From an optimization exercise on the open Yosys and OpenROAD flow, aimed at small area, a short achievable clock period and few clock cycles per item; shortcuts taken in it are not production practice. Function was checked by simulation only, so behaviour that the tests miss may differ from the original.

== rev 12 ==
## aes128_enc
module aes128_enc (
	input  wire                      clock_clk_i,
	input  wire                      arst_n_i,
	input  wire                      in_req_i,
	output logic                     in_ack_o,
	input  wire aes_pkg::aes_block_u plaintext_i,
	input  wire aes_pkg::aes_block_u key_i,
	output logic                     out_req_o,
	input  wire                      out_ack_i,
	output aes_pkg::aes_block_u      ciphertext_o
);
	logic ack_q;
	logic                a_valid_q;
	logic                a_parked_q;
	logic                a_first_q;
	aes_pkg::aes_byte_t  a_rcon_q;
	aes_pkg::aes_block_u a_state_q;
	aes_pkg::aes_block_u a_key_q;
	logic                b_valid_q;
	logic                b_parked_q;
	logic                b_first_q;
	aes_pkg::aes_byte_t  b_rcon_q;
	logic [16*16-1:0]    b_mid_q;
	aes_pkg::aes_block_u b_key_q;
	logic [4*12-1:0]     b_kmid_q;
	logic                capture_q;
	logic                deliver_q;
  ...
Size: roughly 6100 cells after synthesis, roughly 840 flip-flops, about 390 I/O pins, about 60000 µm² of cells after synthesis.
export LEC_CHECK = 0
export CAP_MARGIN = 20
export CORE_MARGIN = 2
export CORE_UTILIZATION = 40
export SLEW_MARGIN = 20
export SYNTH_HIERARCHICAL = 1
create_clock -name core_clock -period 10.0 [get_ports {clock_clk_i}]
standard.sh (not shown) runs the stock make flow with config.mk's settings and CLKGATE_MAP_FILE= SYNTH_SCRIPT=/design/flow/synth_recipe.tcl, a recipe that flattens the netlist after the stock synthesis.
==> flow/flow/run.sh <==
#!/bin/bash
# Standard layout (the standard.sh, unchanged synthesis) with the
# resizer asked for more setup margin than the 10 ns clock needs, so that it
# sizes up the slow XOR chains, and plain buffers on the ports; the clock
# period and constraints are the standard flow's.
cp standard.sh standard_sh.log
export SETUP_SLACK_MARGIN=6.6
export BUFFER_PORTS_ARGS="-buffer_cell sky130_fd_sc_hd__buf_2"
bash standard.sh > standard.log 2>&1
Testbench counts of rev 12, summed over its fixed seeds: cycles 3,880, items 384.
[inputs] rev 13 vs rev 12
==> flow/flow/run.sh <==
#!/bin/bash
# Standard layout (the standard.sh, unchanged synthesis) with the
# resizer asked for more setup margin than the 10 ns clock needs, so that it
# sizes up the slow XOR chains, and plain buffers on the ports; the clock
# period and constraints are the standard flow's.
cp standard.sh standard_sh.log
export SETUP_SLACK_MARGIN=6.5
export BUFFER_PORTS_ARGS="-buffer_cell sky130_fd_sc_hd__buf_2"
bash standard.sh > standard.log 2>&1
## What came out
- Compared rev 13 against rev 12; combined flip-flop and latch cell area within noise.
- Summary of the comparison: minimum clock period is lower in rev 13, relative to rev 12.
- Rev 13 against rev 12; wire length of the first global-routing pass is down slightly.
- Core utilization of the finished layout came out lower on rev 13 than on rev 12.
- The clock latency on the worst-skew pair of rev 13 and that of rev 12 are within noise of each other.
- In the tables for rev 13 and rev 12, routed length on met1 reads lower with rev 12.
- Per the comparison of rev 13 with rev 12, least setup slack across all paths after layout saw an increase; data arrival time at the worst-slack endpoint fell 0.03 ns; cell area went down about 2.7%.

== run 1 ==
Another version of the RTL of aes128_enc (not shown whole).
For scale: ~6200 cells after synthesis, ~880 flip-flops, ~390 I/O pins, about 61000 um2 of cells after synthesis.
// aes128_enc
module aes128_enc (
	input  wire                      clock_clk_i,
	input  wire                      arst_n_i,
	input  wire                      in_req_i,
	output logic                     in_ack_o,
	input  wire aes_pkg::aes_block_u plaintext_i,
	input  wire aes_pkg::aes_block_u key_i,
	output logic                     out_req_o,
	input  wire                      out_ack_i,
	output aes_pkg::aes_block_u      ciphertext_o
);
clock: 10.0 ns
lec_check: 0
cap_margin: 20
core_margin: 2
core_utilization: 40
slew_margin: 20
synth_hierarchical: 1
==> flow/flow/run.sh <==
#!/bin/bash
# Standard layout (the standard.sh, unchanged synthesis) with the
# resizer asked for more setup margin than the 10 ns clock needs, so that it
# sizes up the slow XOR chains, and plain buffers on the ports; the clock
# period and constraints are the standard flow's.
cp standard.sh standard_sh.log
export SETUP_SLACK_MARGIN=6.4
export BUFFER_PORTS_ARGS="-buffer_cell sky130_fd_sc_hd__buf_2"
bash standard.sh > standard.log 2>&1
Testbench counts of run 1, summed over its fixed seeds: cycles 3,880, items 384.
### run 1 -> run 2
-- flow/flow/run.sh --
<<< run 1, line 6
cp standard.sh standard_sh.log
export SETUP_SLACK_MARGIN=6.4
export BUFFER_PORTS_ARGS="-buffer_cell sky130_fd_sc_hd__buf_2"
>>> run 2, line 6
cp standard.sh standard_sh.log
export SETUP_SLACK_MARGIN=6.8
export BUFFER_PORTS_ARGS="-buffer_cell sky130_fd_sc_hd__buf_2"
==> comparison <==
Setup WNS run 1 -> run 2: better
Between run 1 and run 2, the flow reports footprint of the multi-input gates increasing by more than 10%.
Reported for run 1 and run 2, worst setup slack before clock tree synthesis turned out identical to the last digit.
Compared with run 1, in run 2 global-route usage over all layers increased by 0.40 points relative to the old numbers, final wirelength +3.9%, total of max-cap violations stayed essentially flat.
Input-level comparison between run 3 and run 2:
-- flow/flow/run.sh --
<<< run 2, line 6
cp standard.sh standard_sh.log
export SETUP_SLACK_MARGIN=6.8
export BUFFER_PORTS_ARGS="-buffer_cell sky130_fd_sc_hd__buf_2"
>>> run 3, line 6
cp standard.sh standard_sh.log
export SETUP_SLACK_MARGIN=6.6
export BUFFER_PORTS_ARGS="-buffer_cell sky130_fd_sc_hd__buf_2"
- Diff run 2..run 3 | count of inverters other than clock inverters in the layout | unchanged
- Compared with run 2, in run 3 number of maximum-capacitance constraint violations closely matched the old numbers, headroom to the max-slew limit increased by 1.1 points relative to the old numbers, fraction of the core area covered by cells at the end of the flow moved down.
- Comparing run 3 with run 2, the share of cell area taken by multi-input logic gates came out essentially unchanged.
- Total of plain and repair buffers excluding clock buffers: run 3 lower than run 2
- Run 3 vs. run 2: setup slack rose by 0.0062 ns, global-route track usage on met1 stayed essentially flat.
- Run 2 was larger in final cell area than run 3.

aes128_enc again, from the RTL that the note above started with.
clock: 10.0 ns
lec_check: 0
cap_margin: 20
core_margin: 2
core_utilization: 40
slew_margin: 20
synth_hierarchical: 1
==> flow/flow/run.sh <==
#!/bin/bash
# Standard layout (the standard.sh, unchanged synthesis) with the
# resizer asked for more setup margin than the 10 ns clock needs, so that it
# sizes up the slow XOR chains, and plain buffers on the ports; the clock
# period and constraints are the standard flow's.
cp standard.sh standard_sh.log
export SETUP_SLACK_MARGIN=6.5
export BUFFER_PORTS_ARGS="-buffer_cell sky130_fd_sc_hd__buf_2"
bash standard.sh > standard.log 2>&1
Testbench counts at the start, summed over its fixed seeds: cycles 3,880, items 384.
Next try:
--- a/flow/config.mk
+++ b/flow/config.mk
@@ -10,2 +10,3 @@
 export CORE_UTILIZATION = 40
+export PLACE_DENSITY = 0.75
 export SLEW_MARGIN = 20
The new run finished with timing, DRC and antenna clean. Final cell count stays flat. Non-clock buffer count shrinks by 11. Die area is unchanged. Setup slack loses 0.067 ns. Synthesized cell count stays the same. Sequential share of layout area barely changes. Register-to-register slack loses 0.11 ns. Routed wire length grows slightly. Design area hardly moves. Core utilization barely changes.

==> separate check: timing with driven ports <==
Ports are ideal in the flow. The routed layouts listed here were re-timed in OpenROAD.
Step 1: set_driving_cell puts a clkbuf_16 on clock_clk_i and a buf_2 on each other input, an assumption about the parent block.
Step 2 adds t to the input delays and takes it off the output delays; t is the mean of the earliest and latest rising clock arrival at the registers after step 1. Input paths then give back, and output paths get back, about the clock's delay inside the block.
Slacks: ideal / step 1 / step 2; pairs: ideal / step 1.
| run | t (ns) | setup slack, ns | slew at the worst register clock pin (ns) |
|---|---|---|---|
| rev 12 | 0.798 | 6.484 / 6.395 / 6.445 | 0.07 / 0.07 |
| rev 13 | 0.800 | 6.506 / 6.419 / 6.370 | 0.07 / 0.07 |
| run 1 | 0.800 | 6.244 / 6.244 / 6.244 | 0.07 / 0.07 |
| run 2 | 0.796 | 6.507 / 6.424 / 6.491 | 0.07 / 0.07 |
| run 3 | 0.796 | 6.513 / 6.429 / 6.472 | 0.07 / 0.07 |
| the first run of note 3 | 0.800 | 6.495 / 6.407 / 6.468 | 0.07 / 0.07 |
| the second run of note 3 | 0.791 | 6.428 / 6.419 / 6.428 | 0.07 / 0.07 |
After both steps setup and hold are still met in every run listed. For rev 13, which loses most, drivers alone change the setup slack by -0.087 ns; drivers and shift together by -0.136 ns.
